This is an optimization exercise on Yosys and OpenROAD, whose aim is small area, a short achievable clock period and few clock cycles, not a production implementation.
No run shown here included a check of the RTL's function; only the layout flow was run.
Power and IR drop assume default switching activity.

--- config.mk ---
export PLATFORM = sky130hd
export DESIGN_NAME = cnn_conv_top
export DESIGN_NICKNAME = cnn_conv_top
export VERILOG_FILES = /design/flow/design.v
export SDC_FILE = /design/flow/constraint.sdc
export NUM_CORES = 4
export LEC_CHECK = 0
export CAP_MARGIN = 20
export CORE_MARGIN = 2
export CORE_UTILIZATION = 40
export SETUP_SLACK_MARGIN = 5
export SLEW_MARGIN = 20
--- constraint.sdc ---
create_clock -name core_clock -period 9.0 [get_ports {clk}]
set_input_delay 1.8000 -clock core_clock [delete_from_list [all_inputs] [get_ports {clk}]]
set_output_delay 1.8000 -clock core_clock [all_outputs]
set_load 0.01 [all_outputs]
--- design.v ---
`timescale 1ns/1ps
module cnn_conv_top (
    input  logic        clk,
    input  logic        reset,
    input  logic        pix_valid,
    output logic        pix_ready,
    input  logic [7:0]  pix_byte,
    output logic        out_valid,
    input  logic        out_ready,
    output logic [15:0] out_data,
    output logic [2:0]  out_channel,
    output logic        out_last
);
    localparam int IMG   = 28;
    localparam int DEPTH = 2 * IMG + 3;
    logic [7:0]         in_byte;    
    logic               in_full;
    logic [DEPTH*8-1:0] sr;         
    logic [4:0]         row;        
    logic [4:0]         col;
    logic               busy;       
    logic [2:0]         cc;         
    logic               win_last;   
    logic               p7;         
    logic               p7_last;
    logic               ov;         
    logic take, push, push_ok, issue, adv_out, is_win;
    logic cur7;                     
    logic busy_nx, full_nx, p7_nx, cc7_nx;
    logic [2:0] cc_nx;
    logic [7:0] q_new;
    assign q_new = 8'(({1'b0, in_byte} + 9'd1) >> 1);
    assign take    = pix_valid && pix_ready;
    assign adv_out = !ov || out_ready;
    assign issue   = (p7 || busy) && adv_out;
    assign cur7    = issue && !p7 && (cc == 3'd7);
    assign push_ok = !busy || ((cc == 3'd7) && !p7);
    assign push    = in_full && push_ok;
    assign is_win  = (row >= 5'd2) && (col >= 5'd2);
    assign full_nx = take || (in_full && !push);
    always_comb begin
        busy_nx = busy;
        cc_nx   = cc;
        p7_nx   = p7;
        if (issue) begin
            if (p7) begin
                p7_nx = 1'b0;
            end else begin
                cc_nx = cc + 3'd1;
                if (cc == 3'd7) busy_nx = 1'b0;
            end
        end
        if (push) begin
            if (busy && !cur7) p7_nx = 1'b1;
            busy_nx = is_win;
            cc_nx   = 3'd0;
        end
    end
    assign cc7_nx = (cc_nx == 3'd7);
    always_ff @(posedge clk) begin
        if (!in_full || push) in_byte <= pix_byte;
        if (push) sr <= {sr[(DEPTH-1)*8-1:0], q_new};
    end
    always_ff @(posedge clk) begin
        if (reset) begin
            in_full   <= 1'b0;
            pix_ready <= 1'b1;
            busy      <= 1'b0;
            cc        <= 3'd0;
            p7        <= 1'b0;
            row       <= 5'd0;
            col       <= 5'd0;
        end else begin
            in_full   <= full_nx;
            busy      <= busy_nx;
            cc        <= cc_nx;
            p7        <= p7_nx;
            pix_ready <= !full_nx || !busy_nx || (cc7_nx && !p7_nx);
            if (push) begin
                if (col == 5'(IMG - 1)) begin
                    col <= 5'd0;
                    row <= (row == 5'(IMG - 1)) ? 5'd0 : row + 5'd1;
                end else begin
                    col <= col + 5'd1;
                end
            end
        end
    end
    always_ff @(posedge clk) begin
        if (push) begin
            win_last <= (row == 5'(IMG - 1)) && (col == 5'(IMG - 1));
            if (busy && !cur7) p7_last <= win_last;
        end
    end
    logic [7:0] a, b, c, d, e, f, g, h, i;
    assign a = sr[58*8 +: 8];
    assign b = sr[57*8 +: 8];
    assign c = sr[56*8 +: 8];
    assign d = sr[30*8 +: 8];
    assign e = sr[29*8 +: 8];
    assign f = sr[28*8 +: 8];
    assign g = sr[2*8 +: 8];
    assign h = sr[1*8 +: 8];
    assign i = sr[0*8 +: 8];
    logic signed [13:0] sa, sb, sc, sd, se, sf, sg, sh, si;
    assign sa = $signed({6'd0, a});
    assign sb = $signed({6'd0, b});
    assign sc = $signed({6'd0, c});
    assign sd = $signed({6'd0, d});
    assign se = $signed({6'd0, e});
    assign sf = $signed({6'd0, f});
    assign sg = $signed({6'd0, g});
    assign sh = $signed({6'd0, h});
    assign si = $signed({6'd0, i});
    logic [9:0] t0;
    always_ff @(posedge clk) begin
        if (push) t0 <= 10'({2'd0, sr[55*8 +: 8]} + {2'd0, sr[56*8 +: 8]} + {2'd0, sr[57*8 +: 8]});
    end
    logic signed [9:0] v0;
    assign v0 = 10'(se - ((si + 14'sd7) >>> 3));
    logic signed [10:0] r1_v1, r1_m2a, r1_z, r1_uv;
    logic signed [9:0]  r1_m2b;
    logic [9:0]         r1_x, r1_s4;
    logic signed [10:0] r2_v2, r2_v3, r2_v5;
    logic [10:0]        r2_n;
    logic signed [10:0] r3_v4, r3_v6;
    logic signed [12:0] r3_y;
    logic [14:0]        r4_v7;
    logic signed [13:0] n14, y14, m2a14, m2b14, z14, uv14, t014;
    logic signed [19:0] w7;
    assign n14   = $signed({3'd0, r2_n});
    assign y14   = 14'(r3_y);
    assign m2a14 = 14'(r1_m2a);
    assign m2b14 = 14'(r1_m2b);
    assign z14   = 14'(r1_z);
    assign uv14  = 14'(r1_uv);
    assign t014  = $signed({4'd0, t0});
    assign w7 = $signed({y14, 7'd50}) - 20'(y14 <<< 1) - 20'(y14);
    always_ff @(posedge clk) begin
        r1_v1  <= 11'(sg + sh + si + 14'sd4 - t014);
        r1_m2a <= 11'(sc + si - sa - sg);
        r1_m2b <= 10'(sf - sd);
        r1_x   <= 10'(sb + sd + sf + sh);
        r1_s4  <= 10'(sa + sc + sg + si);
        r1_z   <= 11'((sa <<< 1) + sg - (si <<< 1) - sc);
        r1_uv  <= 11'(sb + sd - sf - sh);
        r2_v2  <= 11'((m2a14 + (m2b14 <<< 1) - 14'sd16) >>> 1);
        r2_v3  <= 11'((se <<< 2) + 14'sd2 - $signed({4'd0, r1_x}));
        r2_n   <= 11'(r1_s4 + r1_x);
        r2_v5  <= 11'(((z14 <<< 1) + z14 + (uv14 <<< 1) + 14'sd80) >>> 3);
        r3_v4  <= 11'((n14 - (se <<< 1) - 14'sd48) >>> 3);
        r3_v6  <= 11'(((se <<< 3) + (se <<< 2) - n14 - 14'sd12) >>> 2);
        r3_y   <= 13'((n14 <<< 1) + n14 - se + 14'sd6);
        if (!(p7 || (busy && cc == 3'd7))) begin
            if (y14 < 14'sd0)          r4_v7 <= 15'd0;
            else if (y14 > 14'sd2096)  r4_v7 <= 15'd32767;
            else                       r4_v7 <= w7[17:3];
        end
    end
    logic signed [10:0] vsel;
    logic [15:0]        res;
    logic [2:0]         ch;
    assign ch = p7 ? 3'd7 : cc;
    always_comb begin
        case (ch)
            3'd0: vsel = 11'(v0);
            3'd1: vsel = r1_v1;
            3'd2: vsel = r2_v2;
            3'd3: vsel = r2_v3;
            3'd4: vsel = r3_v4;
            3'd5: vsel = r2_v5;
            default: vsel = r3_v6;
        endcase
        if (ch == 3'd7)    res = {1'b0, r4_v7};
        else if (vsel[10]) res = 16'd0;
        else               res = {6'd0, vsel[9:0]};
    end
    always_ff @(posedge clk) begin
        if (reset) begin
            out_valid <= 1'b0;
            ov        <= 1'b0;
        end else if (adv_out) begin
            out_valid <= issue;
            ov        <= issue;
        end
    end
    always_ff @(posedge clk) begin
        if (adv_out) begin
            out_data    <= res;
            out_channel <= ch;
            out_last    <= p7 ? p7_last : (win_last && (cc == 3'd7));
        end
    end
endmodule
--- run.sh ---
#!/bin/bash
# synth_recipe.tcl (not shown) runs the flow's synth.tcl, then flattens the netlist and writes it again
# the make line also repeats each setting of config.mk as NAME=value (left out here)
make -C /OpenROAD-flow-scripts/flow DESIGN_CONFIG=/design/flow/config.mk WORK_HOME=/design/flow/orfs CLKGATE_MAP_FILE= SYNTH_SCRIPT=/design/flow/synth_recipe.tcl finish
==> key figures, run 1 <==
Clock network
  – CTS tree: yes
  – Root Driver: clkbuf_16
  – Longest Clk Path Bufs: 3
  – Clock sinks: 693
  – Worst-Skew Late Latency: 620 ps
  – Htree depth: 3
  – CTS clk-pin slew, worst paths: 70 ps
  – CTS Buf Count: 70

Setup path
  – CP peak stage delay: 660 ps
  – R2R Path Start: sr[6]
  – CP Capture Type: flip-flop
  – Critical Path RT: 9560 ps
  – R2R Setup Slk: 5080 ps
  – CP startpoint kind: flip-flop
  – Worst path arrival time: 4490 ps
  – Crit Path Class: reg -> reg
  – Reg2reg end: r1_m2a[9]
  – Max FO, Critical Path: 4
  – Cells on worst reg2reg path: 12
  – Slowest cell on the critical path: edfxtp_1
  – Worst-path cell chain: inv_1 > fa_1 > inv_1 > ha_1 > o41a_1 > xor2_1 > ha_1 > or3_1 > o21ai_0 > nor2b_1 > or3b_2 > nand3_1

Global routing
  – GR Util met2: 24.2%
  – Vias in the first global route: 17,557
  – Gr busiest metal: met2
  – First-pass GRT wire length: 97,000 um
  – GRT Resource Usage Total: 15.4%
  – Overflow left after global routing: 0
  – GR Util met3: 2.39%
  – Antenna violations before repair: 4
  – Pin count of the biggest net entering global routing: 195
  – Met1 usage: 22.2%

Floorplanning
  – Die width: 285 um
  – Core Area: 77,700 um2
  – FP Rows: 102
  – # IOs: 34
  – Die ar.: 81,100 um2
  – Die height: 285 um
  – Initial core utilization: 40.6%

Logic synthesis
  – Yosys cell types: 72
  – Synth top cells by count: edfxtp_1, inv_1, ha_1
  – Asr flop ratio synth: 0%
  – Multiplexer area fraction after synthesis: 0.599%
  – Post-synthesis xor/xnor area fraction: 3.92%
  – Yosys top cell by area: edfxtp_1
  – Syn_area_per_cell: 13.8 um2
  – Warning count from the yosys run: 1
  – Yosys reg bits: 693
  – Adder-cell share of the synthesized area: 17.6%
  – Top cells by area, synth: edfxtp_1, dfxtp_1, ha_1
  – Synth Area in Simple Gates: 5.34%
  – Synth Area in Compound Gates: 7.76%
  – Synth top area share: 50.1%
  – Most frequent cell after synthesis: edfxtp_1
  – Most used DFF post-synth: edfxtp_1
  – Post-Syn Area: 31,500 um2
  – Main combinational cell family by area after synthesis: adder cells
  – Synthesized instance count: 2,290
  – Post-synth EDFFs: 526
  – Synth Net Count: 2,679
  – Register area share after synthesis: 60.7%

STA
  – Final period demand of the worst path: 3920 ps
  – Worst Skew: 28.2 ps
  – RSZ-0062 raised after global routing: true
  – Minimum hold slack: 404 ps
  – Measured slew at the worst slew-check pin: 1130 ps
  – Setup-failing EPs final: 0
  – Setup TNS: 0 ps
  – Relative slew slack: 24.3%
  – Endpoints failing hold: 0
  – Slew Viols, Final: 0
  – Final period utilization: 43.6%
  – Top achievable clock speed: 0.255 GHz

Drt
  – ANT nets after route: 0
  – Via-per-instance ratio: 4.90
  – DRC Markers: 0
  – Via Count: 17,110
  – Number of detailed-route iterations in the first pass: 5
  – WL/cell: 17.6 um
  – Detailed Route Iter0 Violations: 1,281
  – Routed WL: 61,500 um

Finish
  – Multi-input combinational cell area: 11,100 um2
  – Fillers: 6,894
  – Share of layout cells above drive strength 1: 6.16%
  – Register area: 19,100 um2
  – Final Core Density: 45.7%
  – Layout area overhead: 12.8%
  – Final Net Count: 2,784

Status
  – Outcome: timing/DRC/antenna clean

Placed design
  – Post-DP HPWL: 44,100 um
  – GP Congestion: 0.903
  – I/O Buffers: 32

Pwr
  – Sw Ratio: 35.2%
  – Power per cell area: 331 nW/um2
  – Clock network fraction of total power: 24.1%
  – Sequential Power Share: 36.6%
  – P_int: 7630 uW
  – Worst vdd ir: 0.159 mV
  – P_sw: 4140 uW
  – Leakage: 0.0143 uW
  – Gate power share: 39.3%

Worst hold path
  – Hold Crit Endpoint: sr[191]
  – Hold Startpoint: sr[183]
  – Hold Path Depth: 0
  – Hold Path Class: reg -> reg

Flow run
  – MaxCap Viol Count: 0
-- layout by cell type, fill, tap and decap left out, drive strengths merged, types with 12 or more instances in the layout --
cell / Yosys / routed
xor2: 51 / 51
o21ai: 84 / 84
clkdlybuf4s50: 0 / 32
nand3: 19 / 19
and3: 13 / 13
a21o: 41 / 41
ha: 267 / 267
xnor2: 90 / 90
dfxtp: 167 / 167
edfxtp: 526 / 526
fa: 110 / 110
nand2: 90 / 90
a31oi: 12 / 12
clkinv: 1 / 30
nor2b: 26 / 26
a21oi: 123 / 123
nor3: 37 / 37
inv: 313 / 316
nor2: 82 / 82
nand2b: 21 / 21
o21a: 12 / 12
o21bai: 18 / 18
buf: 8 / 24
clkbuf: 15 / 86
-- power by group through the flow --
stage	logic (uW)	clock network [uW]	registers (uW)
floorplan	3540	0	4230
global placement	4540	0	4390
detailed placement	4610	0	4390
CTS	4660	2930	4320
global route	5290	3060	4360
finish	4630	2840	4310
-- per-stage QoR --
| step | cells | power [uW] | setup slack [ps] | instance area (um2) |
|---|---|---|---|---|
| floorplan | 2290 | 7770 | 5120 | 31500 |
| global placement | 3347 | 8930 | 4980 | 33100 |
| detailed placement | 3347 | 9000 | 4910 | 33100 |
| CTS | 3480 | 11900 | 5010 | 35400 |
| global route | 3493 | 12700 | 4850 | 35500 |
| finish | 3494 | 11800 | 5080 | 35500 |
-- logic make-up (layout without fill, tap and decap cells) --
| logic type | count (synthesis) | count (layout) |
|---|---|---|
| and+or+nand+nor | 342 | 342 |
| DFF | 693 | 693 |
| other | 1 | 2 |
| AOI/OAI and AO/OA | 381 | 381 |
| muxes | 18 | 18 |
| buffers and inverters | 337 | 500 |
| xor gates and xnor gates | 141 | 141 |
| adders and majority gates | 377 | 377 |
-- per-layer routing --
layer | vias up | part of all wire, % | wire length [um]
met4 | 0 | 2.6 | 1580
li1 | 8313 | - | -
met1 | 8361 | 48 | 29700
met3 | 97 | 4.2 | 2570
met5 | - | 0 | 0
met2 | 339 | 45 | 27600
-- flip-flops by register name, summed over array words and instances (netlist names), 13 cells and up --
| signal | cells |
|---|---|
| r3_y | 13 |
| r4_v7 | 15 |
| sr | 472 |
| out_data | 15 |
-- repair_timing --
action | CTS | global route
hold buffers | 0 | 0
gates resized for setup | 2 | 13
pin swaps | 0 | 1
endpoints found under the setup margin | 69 | 85
buffers inserted | 3 | 13
-- worst max path at each step --
stage                 start         to  slack (ps)
finish                sr[6]  r1_m2a[9]        5080
global route        sr[449]  r1_m2a[9]        4850
floorplan             cc[1]  pix_ready        5120
detailed placement    cc[2]    sr[359]        4910
CTS                 sr[449]  r1_m2a[9]        5010
global placement      sr[4]  r1_m2a[9]        4980
-- worst max-delay path: cells and delay by family (launching register included) --
family,cells,cell delay (ps)
AO/OA/AOI/OAI,2,580
XOR/XNOR,1,160
adder cells (fa/ha/maj),3,1030
buffers and inverters,2,400
flip-flops,1,660
AND/OR/NAND/NOR,4,1060
-- cell type report --
type | instances | share of cell area [%]
inverters | 314 | 3.34
clock buffers | 86 | 5.15
clock inverters | 44 | 1.20
repair buffers | 56 | 1.46
diodes | 1 | 0.00704
well taps | 1040 | 3.66
multi-input cells | 1260 | 31.3
flip-flops and latches | 693 | 53.8
==> run 2, diff against run 1 <==
==> flow/run.sh (new file) <==
#!/bin/bash
set -o pipefail
cp standard.sh standard.sh.txt
export SETUP_SLACK_MARGIN=6.0
bash standard.sh > standard.log 2>&1
==> standard.sh (new file) <==
#!/bin/bash
# synth_recipe.tcl (not shown) runs the flow's synth.tcl, then flattens the netlist and writes it again
# the make line also repeats each setting of config.mk as NAME=value (left out here)
make -C /OpenROAD-flow-scripts/flow DESIGN_CONFIG=/design/flow/config.mk WORK_HOME=/design/flow/orfs CLKGATE_MAP_FILE= SYNTH_SCRIPT=/design/flow/synth_recipe.tcl "${@:-finish}"
--- a/config.mk
+++ b/config.mk
@@ -8,5 +8,4 @@
 export CAP_MARGIN = 20
 export CORE_MARGIN = 2
 export CORE_UTILIZATION = 40
-export SETUP_SLACK_MARGIN = 5
 export SLEW_MARGIN = 20
removed: run.sh
==> run 2 against run 1 <==
Compared with the run above: die area stayed put; flip-flop and latch count stayed put; design area is 7.5% higher; final cell count is 3.5% higher; clock skew is 6.5 ps lower; register-to-register slack better by 420 ps; via count is 5.1% higher; critical endpoint unchanged; largest power group unchanged.
==> key figures, run 2 <==
Status
  – Outcome: timing/DRC/antenna clean

Finish
  – Commonest non-fill, non-tap cells in the layout: edfxtp_1, inv_1, ha_1
  – Antenna cell count: 0
  – Max reg flops: 472
  – Fillers: 6,669
  – Layout area overhead: 21.3%
  – Commonest non-fill, non-tap cell in the layout: edfxtp_1
  – Final Net Count: 2,907
  – Top Registers: sr (472), out_data (15), r4_v7 (15)
  – Share of layout cells above drive strength 1: 21.1%
  – Top reg by flops: sr

STA
  – Final period demand of the worst path: 3500 ps
  – Slew Viols, Final: 0
  – Setup-failing EPs final: 0
  – Relative slew slack: 42.3%
  – Endpoints failing hold: 0
  – Setup TNS: 0 ps
  – RSZ-0062 raised after global routing: true
  – Top achievable clock speed: 0.285 GHz
  – Measured slew at the worst slew-check pin: 864 ps
  – Worst Skew: 21.7 ps
  – Final period utilization: 38.9%

Setup path
  – Critical Path RT: 9560 ps
  – Cells on worst reg2reg path: 15
  – Worst path depth: 15
  – CP Capture Type: flip-flop
  – Crit Path Class: reg -> reg
  – Largest delay share family, worst path: compound AO/OA/AOI/OAI gates
  – CP startpoint kind: flip-flop
  – Slowest cell on the critical path: edfxtp_1
  – Worst path arrival time: 4060 ps
  – CP peak stage delay: 430 ps
  – Most frequent CP cell: inv_2
  – Setup crit start: sr[1]
  – Worst-path cell chain: inv_2 > fa_1 > inv_2 > ha_4 > a21o_1 > a21oi_2 > o21ai_2 > o41a_1 > xor2_1 > ha_2 > nor3_4 > o211ai_1 > nor2b_2 > or4_1 > nand3_1
  – R2R Path Start: sr[1]
  – Max FO, Critical Path: 3
  – CP bufs+invs: 2

Placed design
  – GP Congestion: 0.881
  – Post-DP HPWL: 44,600 um
  – I/O Buffers: 32

Pwr
  – Sw Ratio: 35.3%
  – P_sw: 4600 uW
  – Leakage: 0.0153 uW
  – Worst vdd ir: 0.233 mV
  – Clock network fraction of total power: 23.1%
  – P_int: 8450 uW
  – Power, Total: 13,100 uW
  – Sequential Power Share: 33.0%
  – Gate power share: 43.8%
  – Power per cell area: 342 nW/um2

Drt
  – Via Count: 17,978
  – Number of detailed-route iterations in the first pass: 5
  – Detailed Route Iter0 Violations: 969
  – ANT nets after route: 0
  – WL/cell: 18.4 um
  – Routed WL: 66,400 um
  – DRC Markers: 0
  – Via-per-instance ratio: 4.97

Floorplanning
  – FP Rows: 102
  – Die width: 285 um
  – # IOs: 34
  – Core Area: 77,700 um2
  – Initial core utilization: 40.6%
  – Die ar.: 81,100 um2
  – Die height: 285 um

Global routing
  – First-pass GRT wire length: 102,000 um
  – Antenna violations before repair: 1
  – GRT Resource Usage Total: 16.4%
  – Overflow left after global routing: 0
  – Pin count of the biggest net entering global routing: 93
  – Vias in the first global route: 18,437

Worst hold path
  – Hold Path Depth: 0
  – Hold Path Class: reg -> reg
  – Hold Startpoint: sr[104]

Logic synthesis
  – Register area share after synthesis: 60.7%
  – Synth Area in Compound Gates: 7.76%
  – Warning count from the yosys run: 1
  – Multiplexer area fraction after synthesis: 0.599%
  – Most frequent cell after synthesis: edfxtp_1
  – Synth top area share: 50.1%
  – Asr flop ratio synth: 0%
  – Synthesized instance count: 2,290
  – Post-Syn Area: 31,500 um2
  – Synth Area in Simple Gates: 5.34%
  – Yosys cell types: 72
  – Main combinational cell family by area after synthesis: adder cells
  – Yosys top cell by area: edfxtp_1
  – Syn_area_per_cell: 13.8 um2
  – Top cells by area, synth: edfxtp_1, dfxtp_1, ha_1
  – Adder-cell share of the synthesized area: 17.6%
  – Post-synth EDFFs: 526
  – Synth Net Count: 2,679
  – Yosys reg bits: 693
  – Most used DFF post-synth: edfxtp_1
  – Post-synthesis xor/xnor area fraction: 3.92%
  – Synth top cells by count: edfxtp_1, inv_1, ha_1

Clock network
  – Worst-Skew Late Latency: 620 ps
  – Hold buffers post-CTS: 0
  – CTS Buf Count: 73
  – CTS tree: yes
  – Clock sinks: 693
  – Root Driver: clkbuf_16
  – Htree depth: 3
  – Longest Clk Path Bufs: 3
  – CTS clk-pin slew, worst paths: 60 ps

Flow run
  – MaxCap Viol Count: 0
run 2: cell types whose count changed in the layout (fill, tap and decap cells not counted), moves of 25 or more:
cell,change
a21oi_1,-42
a21oi_2,+28
buf_4,+86
buf_6,+25
ha_1,-37
ha_4,+29
inv_1,-28
o21ai_0,-43
run 2: cell type report:
type                    count  area, um2  share of cell area (%)
repair inverters            3       22.5                  0.0589
clock buffers              94       1950                    5.09
flip-flops and latches    693      19200                    50.1
well taps                1040       1300                    3.40
inverters                 314       1220                    3.19
multi-input cells        1261      12600                    33.1
clock inverters            41        469                    1.23
repair buffers            172       1470                    3.85
run 2: worst paths after layout:
path,to,slack [ps]
max,r1_m2a[9],5500
min,sr[112],410
max reg2reg,r1_m2a[9],5500
min reg2reg,sr[112],410
run 2: metrics by stage:
step | util, % | hold WS, ps | instances | cell area [um2] | setup slack [ps]
final | 49.2 | 409 | 3618 | 38200 | 5500
after global routing | 49.2 | 408 | 3618 | 38200 | 5350
after CTS | 47.9 | 405 | 3570 | 37200 | 5460
after detailed placement | 42.9 | 405 | 3347 | 33300 | 5120
after global placement | 42.9 | 401 | 3347 | 33300 | 5090
after floorplan | - | 381 | 2290 | 31700 | 5440
run 2: power by group through the flow:
| stage | logic (uW) | clock network, uW | registers [uW] |
|---|---|---|---|
| 2_1_floorplan | 3590 | 0 | 4230 |
| 3_3_place_gp | 4600 | 0 | 4380 |
| 3_5_place_dp | 4680 | 0 | 4380 |
| 4_1_cts | 5190 | 3110 | 4320 |
| 5_1_grt | 6350 | 3230 | 4360 |
| 6_report | 5720 | 3020 | 4310 |
run 2: per-layer routing:
metal / routed length (um) / GRT usage [%]
met1: 30500 / 22.1
met2: 30600 / 26.0
met3: 2640 / 2.91
met4: 2740 / 6.91
met5: 0 / 0
run 2: repair_timing:
action                                  4_1_cts  5_1_grt
gates resized for setup                     282      150
pin swaps                                    84      139
setup buffers                                82       48
cloned                                        6        0
endpoints found under the setup margin      469      140
run 2: logic make-up (layout without fill, tap and decap cells):
family                     count (synthesis)  count (layout)
muxes                                     18              18
AOI/OAI and AO/OA                        381             382
other                                      1               1
xor gates and xnor gates                 141             141
DFF                                      693             693
adders and majority gates                377             377
and+or+nand+nor                          342             342
buffers and inverters                    337             624

## what the ideal ports hide
How much do the figures lean on ideal ports? The routed layouts below were timed once more, with nothing changed but the port constraints. Step 1: set_driving_cell puts a clkbuf_16 on clk and a buf_2 on each other input, an assumption about the parent block. Step 2 times the ports against the registers' clock, not the clock port: input delays grow and output delays shrink by t, the midpoint of the rising clock arrivals with the driver on. Three values: no drivers, after step 1, after step 2; two values: the first two.
run | t, ns | slack for setup (ns) | hold slack, ns | worst data-port slew with drivers (ns) | pins driven straight from the clock port
run 1 | 0.669 | 5.076 / 5.076 / 5.076 | 0.404 / 0.404 / 0.404 | 0.08 | 1
run 2 | 0.667 | 5.497 / 5.497 / 5.497 | 0.409 / 0.409 / 0.409 | 0.06 | 1
After both steps setup and hold are still met in every run listed.
